Context: an optimization exercise on an open-source flow, tuned for small area and a short achievable clock period. The choices shown serve that exercise and are no tape-out recipe. In this exercise RTL edits were held to simulation tests only and were not proved equivalent to the original. Power figures rest on the tool's default switching activity, not on a simulated workload.

## lane 4
==> flow/design.v <==
`timescale 1ns/1ps
`default_nettype none
package cfc_pkg;
    typedef logic [5-1:0]  log_reg_t;    
    typedef logic [6-1:0] phys_reg_t;   
    typedef logic [5-1:0]  rob_tag_t;    
    typedef logic [5-1:0]  frl_ptr_t;    
    typedef logic [3-1:0] ckpt_idx_t;   
    typedef struct packed {
        logic      valid;        
        logic      reg_write;    
        logic      branch;       
        log_reg_t  rd;
        log_reg_t  rs;
        log_reg_t  rt;
        phys_reg_t new_phys;     
        rob_tag_t  branch_tag;   
        frl_ptr_t  frl_head;     
    } dispatch_req_t;
    typedef struct packed {
        logic      valid;
        logic      reg_write;
        log_reg_t  rd;
        phys_reg_t phys;         
    } commit_req_t;
    typedef struct packed {
        logic     valid;
        rob_tag_t rob_tag;       
    } flush_req_t;
    typedef struct packed {
        rob_tag_t rob_tag;       
        frl_ptr_t frl_head;      
    } flush_rsp_t;
    typedef struct packed {
        logic      hit;          
        ckpt_idx_t idx;          
    } ckpt_sel_t;
    typedef struct packed {
        ckpt_sel_t rs;
        ckpt_sel_t rt;
        ckpt_sel_t rd;
    } lookup_sel_t;
    typedef struct packed {
        phys_reg_t rs_phys;       
        phys_reg_t rt_phys;       
        phys_reg_t rd_prev_phys;  
    } rename_rsp_t;
endpackage
`default_nettype wire
`timescale 1ns/1ps
`default_nettype none
module cfc_top (
    input  wire       clk,
    input  wire       resetb,
    input  wire       dispatch_valid,
    input  wire       dispatch_reg_write,
    input  wire       dispatch_branch,
    input  wire [4:0] dispatch_rd,
    input  wire [4:0] dispatch_rs,
    input  wire [4:0] dispatch_rt,
    input  wire [5:0] dispatch_new_phys,
    input  wire [4:0] dispatch_branch_tag,
    input  wire [4:0] dispatch_frl_head,
    input  wire       commit_valid,
    input  wire       commit_reg_write,
    input  wire [4:0] commit_rd,
    input  wire [5:0] commit_phys,
    input  wire [4:0] rob_top,
    input  wire       flush_valid,
    input  wire [4:0] flush_rob_tag,
    output wire [5:0] rename_rs_phys,
    output wire [5:0] rename_rt_phys,
    output wire [5:0] rename_rd_prev_phys,
    output wire [4:0] flush_rsp_rob_tag,
    output wire [4:0] flush_rsp_frl_head,
    output wire       full
);
    reg  [4:0]   e_rd [0:31];   
    reg  [5:0]   e_ph [0:31];   
    reg  [31:0]  e_wl;          
    reg  [31:0]  e_wh;          
    reg  [4:0]   next_tag;      
    reg          init;          
    reg  [5:0]   rrat [0:31];   
    reg  [2:0]   head;          
    reg  [2:0]   tail;          
    reg  [7:0]   s_live;        
    reg          full_q;
    reg  [4:0]   s_tag [0:7];   
    reg  [4:0]   s_frl [0:7];   
    reg  [5:0]   rs_q, rt_q, rd_q;
    wire disp = dispatch_valid && !flush_valid;
    genvar g;
    wire [7:0] fmatch;
    wire [7:0] head_oh;
    wire [7:0] tail_oh;
    wire [4:0] frl_sel [0:8];
    wire [2:0] fidx_sel [0:8];
    assign frl_sel[0]  = 5'd0;
    assign fidx_sel[0] = 3'd0;
    generate
        for (g = 0; g < 8; g = g + 1) begin : g_slot
            assign head_oh[g]    = (head == 3'(g));
            assign tail_oh[g]    = (tail == 3'(g));
            wire   teq           = (s_tag[g] == flush_rob_tag);
            assign fmatch[g]     = s_live[g] && teq;
            assign frl_sel[g+1]  = frl_sel[g]  | ({5{teq}} & ({5{s_live[g]}} & s_frl[g]));
            assign fidx_sel[g+1] = fidx_sel[g] | ({3{fmatch[g]}}  & 3'(g));
            always @(posedge clk) begin
                if (dispatch_valid && dispatch_branch && !flush_valid && head_oh[g]) begin
                    s_tag[g] <= dispatch_branch_tag;
                    s_frl[g] <= dispatch_frl_head;
                end
            end
        end
    endgenerate
    wire [7:0] top_hit;
    generate
        for (g = 0; g < 8; g = g + 1) begin : g_top
            assign top_hit[g] = tail_oh[g] && s_live[g] && (s_tag[g] == rob_top);
        end
    endgenerate
    wire       release_ok = commit_valid && (|top_hit);
    wire       create     = disp && dispatch_branch;
    wire [2:0] f_idx      = fidx_sel[8];
    assign full               = full_q;
    assign flush_rsp_rob_tag  = flush_rob_tag;
    assign flush_rsp_frl_head = frl_sel[8];
    wire [2:0] tail_n = release_ok ? 3'(tail + 3'd1) : tail;
    wire [2:0] head_n = flush_valid ? f_idx : create ? 3'(head + 3'd1) : head;
    wire [7:0] kept;
    generate
        for (g = 0; g < 8; g = g + 1) begin : g_before
            wire [7:0] older_than;    
            genvar f;
            for (f = 0; f < 8; f = f + 1) begin : g_f
                assign older_than[f] = (3'(3'(g) - tail) < 3'(3'(f) - tail));
            end
            assign kept[g] = |(older_than & fmatch);
        end
    endgenerate
    wire [7:0] live_n = (s_live & ~({8{release_ok}} & tail_oh) & ({8{!flush_valid}} | kept))
                      | ({8{create}} & head_oh);
    wire       grow   = create && !release_ok;
    wire       shrink = release_ok && !create;
    wire       full_n = !flush_valid && (grow ? (3'(head + 3'd2) == tail) : (full_q && !shrink));
    always @(posedge clk or negedge resetb) begin
        if (!resetb) begin
            head   <= 3'd0;
            tail   <= 3'd0;
            s_live <= 8'd0;
            full_q <= 1'b0;
        end else begin
            head   <= head_n;
            tail   <= tail_n;
            s_live <= live_n;
            full_q <= full_n;
        end
    end
    wire [31:0] e_wv = e_wl | e_wh;
    wire [31:0] flushed;
    wire [31:0] tag_oh;
    wire [31:0] wv_n;
    wire [31:0] newer_n;
    wire        fwrap = (flush_rob_tag >= next_tag);
    wire [4:0]  next_n = init ? rob_top :
                         flush_valid ? 5'(flush_rob_tag + 5'd1) :
                         dispatch_valid ? 5'(next_tag + 5'd1) : next_tag;
    generate
        for (g = 0; g < 32; g = g + 1) begin : g_win
            wire above_f = (5'(g) > flush_rob_tag);
            assign tag_oh[g]  = (next_tag == 5'(g));
            assign flushed[g] = fwrap ? (above_f || e_wl[g]) : (above_f && e_wl[g]);
            assign wv_n[g]    = flush_valid ? (e_wv[g] && !flushed[g]) :
                                (dispatch_valid && tag_oh[g]) ? dispatch_reg_write : e_wv[g];
            assign newer_n[g] = (5'(g) < next_n);
            always @(posedge clk or negedge resetb) begin
                if (!resetb) begin
                    e_wl[g] <= 1'b0;
                    e_wh[g] <= 1'b0;
                end else begin
                    e_wl[g] <= wv_n[g] && newer_n[g];
                    e_wh[g] <= wv_n[g] && !newer_n[g];
                end
            end
            always @(posedge clk) begin
                if (disp && tag_oh[g]) begin
                    e_rd[g] <= dispatch_rd;
                    e_ph[g] <= dispatch_new_phys;
                end
            end
        end
    endgenerate
    always @(posedge clk or negedge resetb) begin
        if (!resetb) begin
            init     <= 1'b1;
            next_tag <= 5'd0;
        end else begin
            init <= 1'b0;
            next_tag <= next_n;
        end
    end
    wire rrat_we = commit_valid && commit_reg_write;
    generate
        for (g = 0; g < 32; g = g + 1) begin : g_rrat
            always @(posedge clk or negedge resetb) begin
                if (!resetb)
                    rrat[g] <= 6'(g);
                else if (rrat_we && (commit_rd == 5'(g)))
                    rrat[g] <= commit_phys;
            end
        end
    endgenerate
    function automatic [5:0] lookup(input [4:0] op);
        reg [31:0] m, lo, hi;
        reg [7:0]  gml, gmh, la, ha, gk;
        reg        any_lo, any_m, w;
        reg [5:0]  loc, res;
        integer    i, j, k;
        begin
            for (i = 0; i < 32; i = i + 1)
                m[i] = (e_rd[i] == op);
            lo = m & e_wl;
            hi = m & e_wh;
            m  = lo | hi;
            for (k = 0; k < 8; k = k + 1) begin
                gml[k] = |lo[4*k +: 4];
                gmh[k] = |hi[4*k +: 4];
            end
            any_lo = |gml;
            any_m  = any_lo | (|gmh);
            for (k = 0; k < 8; k = k + 1) begin
                la[k] = 1'b0;
                ha[k] = 1'b0;
                for (j = k + 1; j < 8; j = j + 1) begin
                    la[k] = la[k] | gml[j];
                    ha[k] = ha[k] | gmh[j];
                end
                gk[k] = la[k] | (!gml[k] && (any_lo || ha[k]));
            end
            res = 6'd0;
            for (k = 0; k < 8; k = k + 1) begin
                loc = 6'd0;
                for (i = 4 * k; i < 4 * k + 4; i = i + 1) begin
                    w = e_wl[i] ? 1'b0 : gml[k];
                    for (j = i + 1; j < 4 * k + 4; j = j + 1)
                        w = w | (e_wl[i] ? lo[j] : hi[j]);
                    loc = loc | ({6{m[i] && !w}} & e_ph[i]);
                end
                res = res | ({6{!gk[k]}} & loc);
            end
            lookup = res | ({6{!any_m}} & rrat[op]);
        end
    endfunction
    always @(posedge clk) begin
        rs_q <= lookup(dispatch_rs);
        rt_q <= lookup(dispatch_rt);
        rd_q <= lookup(dispatch_rd);
    end
    assign rename_rs_phys      = rs_q;
    assign rename_rt_phys      = rt_q;
    assign rename_rd_prev_phys = rd_q;
endmodule
`default_nettype wire
==> flow/config.mk <==
export PLATFORM = sky130hd
export DESIGN_NAME = cfc_top
export DESIGN_NICKNAME = cfc_top
export VERILOG_FILES = /design/flow/design.v
export SDC_FILE = /design/flow/constraint.sdc
export NUM_CORES = 4
export LEC_CHECK = 0
export ABC_AREA = 1
export CAP_MARGIN = 20
export CORE_MARGIN = 2
export CORE_UTILIZATION = 45
export SETUP_SLACK_MARGIN = 2.0
export SLEW_MARGIN = 20
==> flow/constraint.sdc <==
create_clock -name core_clock -period 5.5 [get_ports {clk}]
set_input_delay 1.1000 -clock core_clock [delete_from_list [all_inputs] [get_ports {clk}]]
set_output_delay 1.1000 -clock core_clock [all_outputs]
set_load 0.01 [all_outputs]
standard.sh (not shown) runs the stock make flow with config.mk's settings and CLKGATE_MAP_FILE= SYNTH_SCRIPT=/design/flow/synth_recipe.tcl, a recipe that flattens the netlist after the stock synthesis.
==> flow/flow/run.sh <==
#!/bin/bash
# Layout flow: the standard flow, except that timing repair may resize a
# gate to a cell of another footprint (MATCH_CELL_FOOTPRINT=0).
set -euo pipefail
bash standard.sh MATCH_CELL_FOOTPRINT=0 finish > standard.log 2>&1
No stage failed in lane 4, and the final checks on the layout all came back clean.
diff inputs: lane 4 => lane 2
-- flow/design.v --
<<< lane 4, line 78
    reg  [4:0]   e_rd [0:31];   
    reg  [5:0]   e_ph [0:31];   
    reg  [31:0]  e_wl;          
    reg  [31:0]  e_wh;          
    reg  [4:0]   next_tag;      
    reg          init;          
>>> lane 2, line 78
    reg  [4:0]   e_rd [0:31];   
    reg  [5:0]   e_ph [0:31];   
    reg  [31:0]  e_wv;          
    reg  [4:0]   next_tag;      
    reg          init;          
<<< lane 4, line 103
            assign head_oh[g]    = (head == 3'(g));
            assign tail_oh[g]    = (tail == 3'(g));
            wire   teq           = (s_tag[g] == flush_rob_tag);
            assign fmatch[g]     = s_live[g] && teq;
            assign frl_sel[g+1]  = frl_sel[g]  | ({5{teq}} & ({5{s_live[g]}} & s_frl[g]));
            assign fidx_sel[g+1] = fidx_sel[g] | ({3{fmatch[g]}}  & 3'(g));
            always @(posedge clk) begin
>>> lane 2, line 102
            assign head_oh[g]    = (head == 3'(g));
            assign tail_oh[g]    = (tail == 3'(g));
            assign fmatch[g]     = s_live[g] && (s_tag[g] == flush_rob_tag);
            assign frl_sel[g+1]  = frl_sel[g]  | ({5{fmatch[g]}}  & s_frl[g]);
            assign fidx_sel[g+1] = fidx_sel[g] | ({3{fmatch[g]}}  & 3'(g));
            always @(posedge clk) begin
<<< lane 4, line 158
        end
    end
    wire [31:0] e_wv = e_wl | e_wh;
    wire [31:0] flushed;
    wire [31:0] tag_oh;
    wire [31:0] wv_n;
    wire [31:0] newer_n;
    wire        fwrap = (flush_rob_tag >= next_tag);
    wire [4:0]  next_n = init ? rob_top :
                         flush_valid ? 5'(flush_rob_tag + 5'd1) :
                         dispatch_valid ? 5'(next_tag + 5'd1) : next_tag;
    generate
        for (g = 0; g < 32; g = g + 1) begin : g_win
            wire above_f = (5'(g) > flush_rob_tag);
            assign tag_oh[g]  = (next_tag == 5'(g));
            assign flushed[g] = fwrap ? (above_f || e_wl[g]) : (above_f && e_wl[g]);
            assign wv_n[g]    = flush_valid ? (e_wv[g] && !flushed[g]) :
                                (dispatch_valid && tag_oh[g]) ? dispatch_reg_write : e_wv[g];
            assign newer_n[g] = (5'(g) < next_n);
            always @(posedge clk or negedge resetb) begin
                if (!resetb) begin
                    e_wl[g] <= 1'b0;
                    e_wh[g] <= 1'b0;
                end else begin
                    e_wl[g] <= wv_n[g] && newer_n[g];
                    e_wh[g] <= wv_n[g] && !newer_n[g];
                end
            end
            always @(posedge clk) begin
>>> lane 2, line 156
        end
    end
    wire [31:0] newer;
    wire [31:0] flushed;
    wire [31:0] tag_oh;
    wire        fwrap = (flush_rob_tag >= next_tag);
    generate
        for (g = 0; g < 32; g = g + 1) begin : g_win
            wire above_f = (5'(g) > flush_rob_tag);
            assign newer[g]   = (5'(g) < next_tag);
            assign tag_oh[g]  = (next_tag == 5'(g));
            assign flushed[g] = fwrap ? (above_f || newer[g]) : (above_f && newer[g]);
            always @(posedge clk or negedge resetb) begin
                if (!resetb)
                    e_wv[g] <= 1'b0;
                else if (flush_valid)
                    e_wv[g] <= e_wv[g] && !flushed[g];
                else if (dispatch_valid && tag_oh[g])
                    e_wv[g] <= dispatch_reg_write;
            end
            always @(posedge clk) begin
<<< lane 4, line 198
        end else begin
            init <= 1'b0;
            next_tag <= next_n;
        end
    end
>>> lane 2, line 188
        end else begin
            init <= 1'b0;
            if (init)
                next_tag <= rob_top;
            else if (flush_valid)
                next_tag <= flush_rob_tag + 5'd1;
            else if (dispatch_valid)
                next_tag <= next_tag + 5'd1;
        end
    end
<<< lane 4, line 220
        begin
            for (i = 0; i < 32; i = i + 1)
                m[i] = (e_rd[i] == op);
            lo = m & e_wl;
            hi = m & e_wh;
            m  = lo | hi;
            for (k = 0; k < 8; k = k + 1) begin
                gml[k] = |lo[4*k +: 4];
>>> lane 2, line 215
        begin
            for (i = 0; i < 32; i = i + 1)
                m[i] = e_wv[i] && (e_rd[i] == op);
            lo = m & newer;
            hi = m & ~newer;
            for (k = 0; k < 8; k = k + 1) begin
                gml[k] = |lo[4*k +: 4];
<<< lane 4, line 243
                loc = 6'd0;
                for (i = 4 * k; i < 4 * k + 4; i = i + 1) begin
                    w = e_wl[i] ? 1'b0 : gml[k];
                    for (j = i + 1; j < 4 * k + 4; j = j + 1)
                        w = w | (e_wl[i] ? lo[j] : hi[j]);
                    loc = loc | ({6{m[i] && !w}} & e_ph[i]);
                end
>>> lane 2, line 237
                loc = 6'd0;
                for (i = 4 * k; i < 4 * k + 4; i = i + 1) begin
                    w = newer[i] ? 1'b0 : gml[k];
                    for (j = i + 1; j < 4 * k + 4; j = j + 1)
                        w = w | (newer[i] ? lo[j] : hi[j]);
                    loc = loc | ({6{m[i] && !w}} & e_ph[i]);
                end
### Flow results
Power in combinational cells, lane 2 and lane 4: smaller value in lane 4
Re worst setup slack: lane 2 is 37 ps down on lane 4.
As of lane 2, total of cells resized after clock tree synthesis had risen slightly compared to lane 4.
Taking lane 2 as 1.0, lane 4 lands at 1.3 on post-CTS repair timing setup buffer count.
Utilization lane 4 -> lane 2: up
[compare] base=lane 4 new=lane 2: total cell area at the placement stage rose 740 µm²; count of clock-buffer cells in the layout down 8.
Cmp lane 2 vs lane 4: post-layout total power lower in lane 2
Power attributed to sequential cells was lower in lane 2 than in lane 4.
Lane 2 vs. lane 4: areal power density over the cells fell by 1.9%, post-detailed-routing wire length now larger.

-- separate check: timing with driven ports --
No port has a modelled driver above. Below, the same layouts with a new extraction and two added sets of constraints. Step 1 (the two cells are an assumption about what drives the block):
set clk [get_ports {clk}]
set_driving_cell -lib_cell sky130_fd_sc_hd__clkbuf_16 $clk
set_driving_cell -lib_cell sky130_fd_sc_hd__buf_2 [delete_from_list [all_inputs] $clk]
Step 2 also shifts input and output timing later by t, the mid clock arrival at the registers, as if the neighbouring blocks saw the same clock. Slacks: ideal / step 1 / step 2; pairs: ideal / step 1.
run | t (ns) | setup slack, ns | worst hold slack (ns)
lane 4 | 0.784 | 1.815 / 1.770 / 1.064 | 0.297 / 0.265 / 0.485
lane 2 | 0.776 | 1.778 / 1.718 / 1.090 | 0.255 / 0.223 / 0.485
After both steps every run listed still meets setup and hold. The setup slack of lane 4, which loses most, moves by -0.045 ns with the drivers and by -0.751 ns with both steps.
